What follows belongs to an exercise in optimizing a design on an open flow for small area, a short achievable clock period and few clock cycles; a production flow would make more cautious choices.
Only simulation tests tie the RTL to the original design; equivalence was not proved.

==> 06-15 <==
## mips_top
module mips_top (
	input logic clk,
	input logic reset,
	output logic mem_valid,
	output logic mem_write,
	output logic [8:0] mem_addr,
	output logic [31:0] mem_wdata,
	input logic mem_done,
	input logic [31:0] mem_rdata
);
Settings: LEC_CHECK=0, CAP_MARGIN=20, CORE_MARGIN=2, CORE_UTILIZATION=55, CTS_CLUSTER_DIAMETER=80, CTS_CLUSTER_SIZE=30, SLEW_MARGIN=20; clock period 10.0 ns.
standard.sh (not shown) runs the stock make flow with config.mk's settings and CLKGATE_MAP_FILE= SYNTH_SCRIPT=/design/flow/synth_recipe.tcl, a recipe that flattens the netlist after the stock synthesis.
==> flow/flow/run.sh <==
#!/bin/bash
set -euo pipefail
bash standard.sh SETUP_SLACK_MARGIN=5.8 "BUFFER_PORTS_ARGS=-buffer_cell sky130_fd_sc_hd__buf_4" > flow_make.log 2>&1
==> 04-17 (differences from 06-15) <==
==> flow/design.v (replaced) <==
`timescale 1ns/1ps
module alu (
	input logic [31:0] a,
	input logic [31:0] b,
	input logic sub,
	input logic selAdd,
	input logic selSlt,
	input logic selSltu,
	input logic selAnd,
	input logic selOr,
	input logic selXor,
	input logic selNor,
	input logic selSll,
	input logic selSrl,
	input logic selSra,
	output logic [31:0] result
);
	logic [31:0] sum;
	logic carry;
	logic ltS;
	logic ltU;
	logic [31:0] shl;
	logic [31:0] shr;
	assign {carry, sum} = {1'b0, a} + {1'b0, b} + {32'b0, sub};
	assign ltS = (a[31] ^ ~b[31]) ? a[31] : sum[31];
	assign ltU = ~carry;
	assign shl = a << b[4:0];
	assign shr = $signed({selSra & a[31], a}) >>> b[4:0];
	assign result = ({32{selAdd}} & sum) |
		({32{selAnd}} & (a & b)) |
		({32{selOr}} & (a | b)) |
		({32{selXor}} & (a ^ b)) |
		({32{selNor}} & ~(a | b)) |
		({32{selSll}} & shl) |
		({32{selSrl}} & shr) |
		{31'b0, (selSlt & ltS) | (selSltu & ltU)};
endmodule
`timescale 1ns/1ps
module registerFile (
	input logic CLK,
	input logic [31:1] selA,
	input logic [31:1] selB,
	output logic [31:0] dataA,
	output logic [31:0] dataB,
	input logic writeEn,
	input logic [4:0] writeIdx,
	input logic [31:0] writeData
);
	logic [31:0] regs [32];
	genvar i;
	generate
		for (i = 1; i < 32; i++) begin : gen_reg
			logic [31:0] q;
			always_ff @(posedge CLK) begin
				if (writeEn && writeIdx == 5'(i)) q <= writeData;
			end
			assign regs[i] = q;
		end
	endgenerate
	always_comb begin
		dataA = '0;
		dataB = '0;
		for (int k = 1; k < 32; k++) begin
			dataA = dataA | ({32{selA[k]}} & regs[k]);
			dataB = dataB | ({32{selB[k]}} & regs[k]);
		end
	end
endmodule
`timescale 1ns/1ps
module mips_top (
	input logic clk,
	input logic reset,
	output logic mem_valid,
	output logic mem_write,
	output logic [8:0] mem_addr,
	output logic [31:0] mem_wdata,
	input logic mem_done,
	input logic [31:0] mem_rdata
);
	localparam logic [5:0] OpRType = 6'h00;
	localparam logic [5:0] OpBeq = 6'h04;
	localparam logic [5:0] OpBne = 6'h05;
	localparam logic [5:0] OpAddi = 6'h08;
	localparam logic [5:0] OpSlti = 6'h0a;
	localparam logic [5:0] OpAndi = 6'h0c;
	localparam logic [5:0] OpOri = 6'h0d;
	localparam logic [5:0] OpXori = 6'h0e;
	localparam logic [5:0] OpLui = 6'h0f;
	localparam logic [5:0] OpLw = 6'h23;
	localparam logic [5:0] OpSw = 6'h2b;
	logic reqValid;
	logic reqWrite;
	logic reqFetch;
	logic reqLoad;
	logic [8:0] reqAddr;
	logic [6:0] pc;  
	logic [31:0] ir;
	logic irValid;
	logic [31:0] aReg;
	logic [31:0] bReg;
	logic exWe;
	logic [4:0] exRd;
	logic exBranch;
	logic exBne;
	logic exSub;
	logic selAdd, selSlt, selSltu, selAnd, selOr, selXor, selNor, selSll, selSrl, selSra;
	logic [31:0] aluOut;
	assign mem_valid = reqValid;
	assign mem_write = reqWrite;
	assign mem_addr = reqAddr;
	assign mem_wdata = bReg;
	logic [5:0] rdOp;
	logic rdBranch;
	logic rdMem;
	logic fastLw;
	logic fetchDone;
	logic memDone;
	assign rdOp = mem_rdata[31:26];
	assign rdBranch = (rdOp == OpBeq) || (rdOp == OpBne);
	assign rdMem = (rdOp == OpLw) || (rdOp == OpSw);
	assign fastLw = (rdOp == OpLw) && (mem_rdata[25:21] == 5'd0);
	assign fetchDone = reqFetch && mem_done;
	assign memDone = reqValid && !reqFetch && mem_done;
	logic [5:0] op;
	logic [5:0] fn;
	logic [4:0] rs, rt, rd;
	logic [15:0] imm;
	assign op = ir[31:26];
	assign rs = ir[25:21];
	assign rt = ir[20:16];
	assign rd = ir[15:11];
	assign fn = ir[5:0];
	assign imm = ir[15:0];
	logic isR, isAddi, isSlti, isAndi, isOri, isXori, isLui, isBeq, isBne, isLw, isSw;
	assign isR = op == OpRType;
	assign isAddi = op == OpAddi;
	assign isSlti = op == OpSlti;
	assign isAndi = op == OpAndi;
	assign isOri = op == OpOri;
	assign isXori = op == OpXori;
	assign isLui = op == OpLui;
	assign isBeq = op == OpBeq;
	assign isBne = op == OpBne;
	assign isLw = op == OpLw;
	assign isSw = op == OpSw;
	logic fSll, fSrl, fSra, fAdd, fSub, fAnd, fOr, fXor, fNor, fSlt, fSltu;
	assign fSll = isR && fn == 6'h00;
	assign fSrl = isR && fn == 6'h02;
	assign fSra = isR && fn == 6'h03;
	assign fAdd = isR && fn == 6'h20;
	assign fSub = isR && fn == 6'h22;
	assign fAnd = isR && fn == 6'h24;
	assign fOr = isR && fn == 6'h25;
	assign fXor = isR && fn == 6'h26;
	assign fNor = isR && fn == 6'h27;
	assign fSlt = isR && fn == 6'h2a;
	assign fSltu = isR && fn == 6'h2b;
	logic isShift;
	logic isImmOp;
	logic isAlu;
	logic [4:0] dst;
	logic usesRtB;
	assign isShift = fSll || fSrl || fSra;
	assign isImmOp = isAddi || isSlti || isAndi || isOri || isXori || isLui;
	assign isAlu = isR || isImmOp;
	assign dst = isR ? rd : rt;
	assign usesRtB = (isR && !isShift) || isBeq || isBne || isSw;
	logic [31:1] rsSel;
	logic [31:1] rtSel;
	logic [31:0] rsVal;
	logic [31:0] rtVal;
	registerFile regs (
		.CLK(clk),
		.selA(rsSel),
		.selB(rtSel),
		.dataA(rsVal),
		.dataB(rtVal),
		.writeEn(exWe),
		.writeIdx(exRd),
		.writeData(aluOut)
	);
	logic hitRs;
	logic hitRt;
	assign hitRs = exWe && (rs == exRd);
	assign hitRt = exWe && (rt == exRd);
	logic fwdA;
	logic fwdB;
	logic [31:0] aOther;
	logic [31:0] bOther;
	logic [31:0] bPlain;
	logic bInv;
	logic [31:0] aNext;
	logic [31:0] bNext;
	assign fwdA = isShift ? hitRt : (hitRs && !isLui);
	assign fwdB = usesRtB && hitRt;
	always_comb begin
		if (isShift) aOther = rtVal;
		else if (isLui) aOther = '0;
		else aOther = rsVal;
		if (isShift) bPlain = {27'b0, ir[10:6]};
		else if (isLui) bPlain = {imm, 16'b0};
		else if (isAddi || isSlti) bPlain = {{16{imm[15]}}, imm};
		else if (isAndi || isOri || isXori) bPlain = {16'b0, imm};
		else bPlain = rtVal;
	end
	assign bInv = fSub || fSlt || fSltu || isSlti;
	assign bOther = bPlain ^ {32{bInv}};
	assign aNext = fwdA ? aluOut : aOther;
	assign bNext = fwdB ? (aluOut ^ {32{bInv}}) : bOther;
	logic memNeedsRd;
	logic memHazard;
	logic rdIssue;
	logic rdAlu;
	logic rdBr;
	logic rdBrNow;
	logic [8:0] ea;
	assign memNeedsRd = isSw || (isLw && rs != 5'd0);
	assign memHazard = hitRs;
	assign rdIssue = irValid && memNeedsRd && !memHazard;
	assign rdAlu = irValid && isAlu;
	assign rdBr = irValid && (isBeq || isBne) && (hitRs || hitRt);
	assign rdBrNow = irValid && (isBeq || isBne) && !(hitRs || hitRt);
	assign ea = rsVal[8:0] + imm[8:0];
	alu mainAlu (
		.a(aReg),
		.b(bReg),
		.sub(exSub),
		.selAdd(selAdd),
		.selSlt(selSlt),
		.selSltu(selSltu),
		.selAnd(selAnd),
		.selOr(selOr),
		.selXor(selXor),
		.selNor(selNor),
		.selSll(selSll),
		.selSrl(selSrl),
		.selSra(selSra),
		.result(aluOut)
	);
	logic taken;
	logic [6:0] target;
	logic [6:0] targetP1;
	logic [6:0] pcP1;
	logic [7:0] targetSum;
	assign taken = (aReg == bReg) ^ exBne;
	assign target = pc + ir[6:0];
	assign targetSum = {pc, 1'b1} + {ir[6:0], 1'b1};
	assign targetP1 = targetSum[7:1];
	assign pcP1 = pc + 7'd1;
	logic takenNow;
	assign takenNow = (rsVal == rtVal) ^ isBne;
	logic issueFetch;
	assign issueFetch = rdBrNow || exBranch;
	logic aFwd;
	logic bFwd;
	assign aFwd = !reqLoad && irValid && fwdA;
	assign bFwd = !reqLoad && irValid && fwdB;
	logic [8:0] addrRest;
	logic [6:0] pcRest;
	logic takeSel;
	logic eaSel;
	logic [8:0] reqAddrNext;
	logic [6:0] pcNext;
	always_comb begin
		addrRest = reqAddr;
		pcRest = pc;
		if (reqValid) begin
			if (mem_done) begin
				if (reqFetch) begin
					addrRest = fastLw ? mem_rdata[8:0] : {pc, 2'b00};
					if (!(rdBranch || rdMem)) pcRest = pcP1;
				end else begin
					addrRest = {pc, 2'b00};
					pcRest = pcP1;
				end
			end
		end else if (rdBrNow) begin
			addrRest = {pc, 2'b00};
			pcRest = pcP1;
		end else if (exBranch) begin
			addrRest = {taken ? target : pc, 2'b00};
			pcRest = taken ? targetP1 : pcP1;
		end
	end
	assign takeSel = !reqValid && rdBrNow && takenNow;
	assign eaSel = !reqValid && rdIssue;
	assign reqAddrNext = takeSel ? {target, 2'b00} : (eaSel ? ea : addrRest);
	assign pcNext = takeSel ? targetP1 : pcRest;
	always_ff @(posedge clk) begin
		if (reqFetch) begin
			ir <= mem_rdata;
			for (int k = 1; k < 32; k++) begin
				rsSel[k] <= mem_rdata[25:21] == 5'(k);
				rtSel[k] <= mem_rdata[20:16] == 5'(k);
			end
		end
		if (aFwd) aReg <= aluOut;
		else if (reqLoad) aReg <= mem_rdata;
		else if (irValid) aReg <= aOther;
		if (bFwd) bReg <= aluOut ^ {32{bInv}};
		else if (reqLoad) bReg <= mem_rdata;
		else if (irValid) bReg <= bOther;
		if (reqLoad) begin
			exRd <= rt;
			exSub <= 1'b0;
			selAdd <= 1'b0;
			selSlt <= 1'b0;
			selSltu <= 1'b0;
			selAnd <= 1'b0;
			selOr <= 1'b1;
			selXor <= 1'b0;
			selNor <= 1'b0;
			selSll <= 1'b0;
			selSrl <= 1'b0;
			selSra <= 1'b0;
		end else if (irValid) begin
			exRd <= dst;
			exSub <= bInv;
			selAdd <= fAdd || fSub || isAddi;
			selSlt <= fSlt || isSlti;
			selSltu <= fSltu;
			selAnd <= fAnd || isAndi;
			selOr <= fOr || isOri || isLui;
			selXor <= fXor || isXori;
			selNor <= fNor;
			selSll <= fSll;
			selSrl <= fSrl || fSra;
			selSra <= fSra;
			exBne <= isBne;
		end
		if (reset) begin
			reqValid <= 1'b1;
			reqWrite <= 1'b0;
			reqFetch <= 1'b1;
			reqLoad <= 1'b0;
			reqAddr <= '0;
			pc <= 7'd1;
			irValid <= 1'b0;
			exWe <= 1'b0;
			exBranch <= 1'b0;
		end else begin
			irValid <= fetchDone || (irValid && memNeedsRd && memHazard);
			exWe <= (rdAlu && dst != 5'd0) || (reqLoad && mem_done && rt != 5'd0);
			exBranch <= rdBr;
			reqAddr <= reqAddrNext;
			pc <= pcNext;
			if (reqValid) begin
				if (mem_done) begin
					if (reqFetch) begin
						reqValid <= !(rdBranch || rdMem) || fastLw;
						reqFetch <= !(rdBranch || rdMem);
						reqLoad <= fastLw;
					end else begin
						reqFetch <= 1'b1;
						reqLoad <= 1'b0;
					end
					reqWrite <= 1'b0;
				end
			end else begin
				reqValid <= rdIssue || issueFetch;
				reqFetch <= issueFetch;
				reqLoad <= rdIssue && isLw;
				reqWrite <= rdIssue && isSw;
			end
		end
	end
endmodule
==> flow/flow/run.sh (replaced) <==
#!/bin/bash
set -euo pipefail
bash standard.sh SETUP_SLACK_MARGIN=5.5 > flow_make.log 2>&1
- CTS_CLUSTER_DIAMETER: 80 -> unset
- CTS_CLUSTER_SIZE: 30 -> unset
==> 11-26 (differences from 06-15) <==
--- a/flow/design.v
+++ b/flow/design.v
@@ -91,14 +91,12 @@
 	logic irIssued;  
 	logic irOwed;  
 	logic [31:0] aReg;
 	logic [31:0] bReg;
 	logic exWe;
 	logic [4:0] exRd;
-	logic exBranch;
-	logic exBne;
 	logic exSub;
 	logic selAdd, selLt, selAnd, selOr, selXor, selNor, selSll, selSrl, selSra;
 	logic ltPre;  
 	logic [31:0] aluOut;
 	assign mem_valid = reqValid;
 	assign mem_write = reqWrite;
@@ -259,22 +257,20 @@
 		.selNor(selNor),
 		.selSll(selSll),
 		.selSrl(selSrl),
 		.selSra(selSra),
 		.result(aluOut)
 	);
-	logic taken;
 	logic [6:0] target;
-	assign taken = (aReg == bReg) ^ exBne;
 	assign target = pc + ir[6:0];
 	logic takenNow;
 	assign takenNow = (rsVal == rtVal) ^ isBne;
 	logic issueFetch;
 	logic rdOwed;
 	assign rdOwed = irValid && irOwed;
-	assign issueFetch = rdBrNow || exBranch || rdOwed;
+	assign issueFetch = rdBrNow || rdOwed;
 	logic aFwd;
 	logic bFwd;
 	assign aFwd = !reqLoad && irValid && fwdA;
 	assign bFwd = !reqLoad && irValid && fwdB;
 	logic [8:0] addrRest;
 	logic takeSel;
@@ -291,14 +287,12 @@
 				end
 			end
 		end else if (rdBrNow) begin
 			addrRest = {pc, 2'b00};
 		end else if (rdOwed) begin
 			addrRest = {pc, 2'b00};
-		end else if (exBranch) begin
-			addrRest = {taken ? target : pc, 2'b00};
 		end
 	end
 	assign takeSel = !reqValid && rdBrNow && takenNow;
 	assign eaSel = !reqValid && rdIssue;
 	assign reqAddrNext = takeSel ? {target, 2'b00} : (eaSel ? ea : addrRest);
 	always_ff @(posedge clk) begin
@@ -339,27 +333,24 @@
 			selOr <= fOr || isOri || isLui;
 			selXor <= fXor || isXori;
 			selNor <= fNor;
 			selSll <= fSll;
 			selSrl <= fSrl || fSra;
 			selSra <= fSra;
-			exBne <= isBne;
 		end
 		if (reset) begin
 			reqValid <= 1'b1;
 			reqWrite <= 1'b0;
 			reqFetch <= 1'b1;
 			reqLoad <= 1'b0;
 			reqAddr <= '0;
 			irValid <= 1'b0;
 			exWe <= 1'b0;
-			exBranch <= 1'b0;
 		end else begin
-			irValid <= fetchDone || (irValid && memNeedsRd && memHazard) || (irValid && sltWait);
+			irValid <= fetchDone || (irValid && memNeedsRd && memHazard) || (irValid && sltWait) || rdBr;
 			exWe <= (rdAlu && dst != 5'd0) || (reqLoad && mem_done && rt != 5'd0);
-			exBranch <= rdBr;
 			reqAddr <= reqAddrNext;
 			if (reqValid) begin
 				if (mem_done) begin
 					if (reqFetch) begin
 						reqValid <= !(rdBranch || rdMem || rdSltHaz) || fastLw || fastSw;
 						reqFetch <= !(rdBranch || rdMem || rdSltHaz);
==> flow/flow/run.sh (replaced) <==
#!/bin/bash
set -euo pipefail
bash standard.sh SETUP_SLACK_MARGIN=6.0 "BUFFER_PORTS_ARGS=-buffer_cell sky130_fd_sc_hd__buf_4" > flow_make.log 2>&1
- CORE_UTILIZATION: 55 -> 65
==> comparison table <==
Net count of the mapped netlist: 06-15 5250; 11-26 5184; 04-17 4780
Length of routed met2 wiring: 06-15 120000 um; 11-26 111000 um; 04-17 116000 um
Critical register-to-register path startpoint: 06-15 bReg[17]; 11-26 aReg[5]; 04-17 rsSel[20]
Count of buffers added by post-CTS timing repair for setup: 06-15 41; 11-26 67; 04-17 40
Core region area: 06-15 0.111 mm^2; 11-26 0.0932 mm^2; 04-17 0.106 mm^2
Initial antenna violation count: 06-15 11; 11-26 18; 04-17 2
Clock transition at the registers of the reported paths: 06-15 0.12 ns; 11-26 0.11 ns; 04-17 0.06 ns
Fin Clk Skew: 06-15 0.0689 ns; 11-26 0.0974 ns; 04-17 0.0552 ns
Synthesized instance count: 06-15 5101; 11-26 5035; 04-17 4658
Worst path arrival time: 06-15 4.82 ns; 11-26 4.60 ns; 04-17 5.26 ns
Pre-Repair DR Iteration Count: 06-15 11; 11-26 14; 04-17 11
# Taps: 06-15 1488; 11-26 1254; 04-17 1391
Routed WL per cell: 06-15 45.5 um; 11-26 45.9 um; 04-17 46.1 um
Area fraction in and, or, nand and nor cells after synthesis: 06-15 9.69%; 11-26 9.87%; 04-17 9.15%
Num rows: 06-15 122; 11-26 112; 04-17 119
Status: 06-15 complete, no violations; 11-26 complete, no violations; 04-17 complete, no violations
Number of synthesized flops with an enable pin: 06-15 1167; 11-26 1166; 04-17 1156
Area share of the largest cell type after synthesis: 06-15 57.2%; 11-26 57.4%; 04-17 59.2%
Origin of the worst min-delay path: 06-15 selLt; 11-26 reqAddr[0]; 04-17 reqAddr[4]
Flop and latch count out of synthesis: 06-15 1194; 11-26 1192; 04-17 1190
Count of vias placed by the detailed router: 06-15 54900; 11-26 56900; 04-17 51800
Met3 usage: 06-15 23.2%; 11-26 33.9%; 04-17 23.7%
Core occupancy in the finished layout: 06-15 60.9%; 11-26 73.4%; 04-17 63.5%
CP Launch Point: 06-15 mem_rdata[22]; 11-26 mem_rdata[22]; 04-17 rsSel[20]
Met1 layer usage reported by global route: 06-15 61.7%; 11-26 66.1%; 04-17 63.0%
Instance area at placement: 06-15 0.0642 mm^2; 11-26 0.0637 mm^2; 04-17 0.0614 mm^2
Testbench counts of 06-15, summed over its fixed seeds: cycles 31,802.
Testbench counts of 04-17, summed over its fixed seeds: cycles 34,469.
Testbench counts of 11-26, summed over its fixed seeds: cycles 31,802.

separate check: timing with driven ports:
The flow's constraints put no driver on any port. The routed layouts listed below were extracted and timed again, unchanged, in two steps. Step 1: set_driving_cell puts a clkbuf_16 on clk and a buf_2 on each other input, an assumption about the parent block. Step 2 also shifts input and output timing later by t, the mid clock arrival at the registers, as if the neighbouring blocks saw the same clock. Three values: ideal ports, drivers, drivers and shift; two values: the first two.
run | t, ns | slack for setup (ns) | worst hold slack (ns) | worst setup path at the end
06-15 | 0.803 | 5.630 / 5.678 / 4.875 | 0.516 / 0.516 / 0.516 | input to register
04-17 | 0.814 | 5.407 / 5.373 / 4.951 | 0.475 / 0.475 / 0.475 | input to register
11-26 | 0.799 | 5.832 / 5.877 / 5.077 | 0.531 / 0.531 / 0.531 | input to register
After both steps every run listed still meets setup and hold.
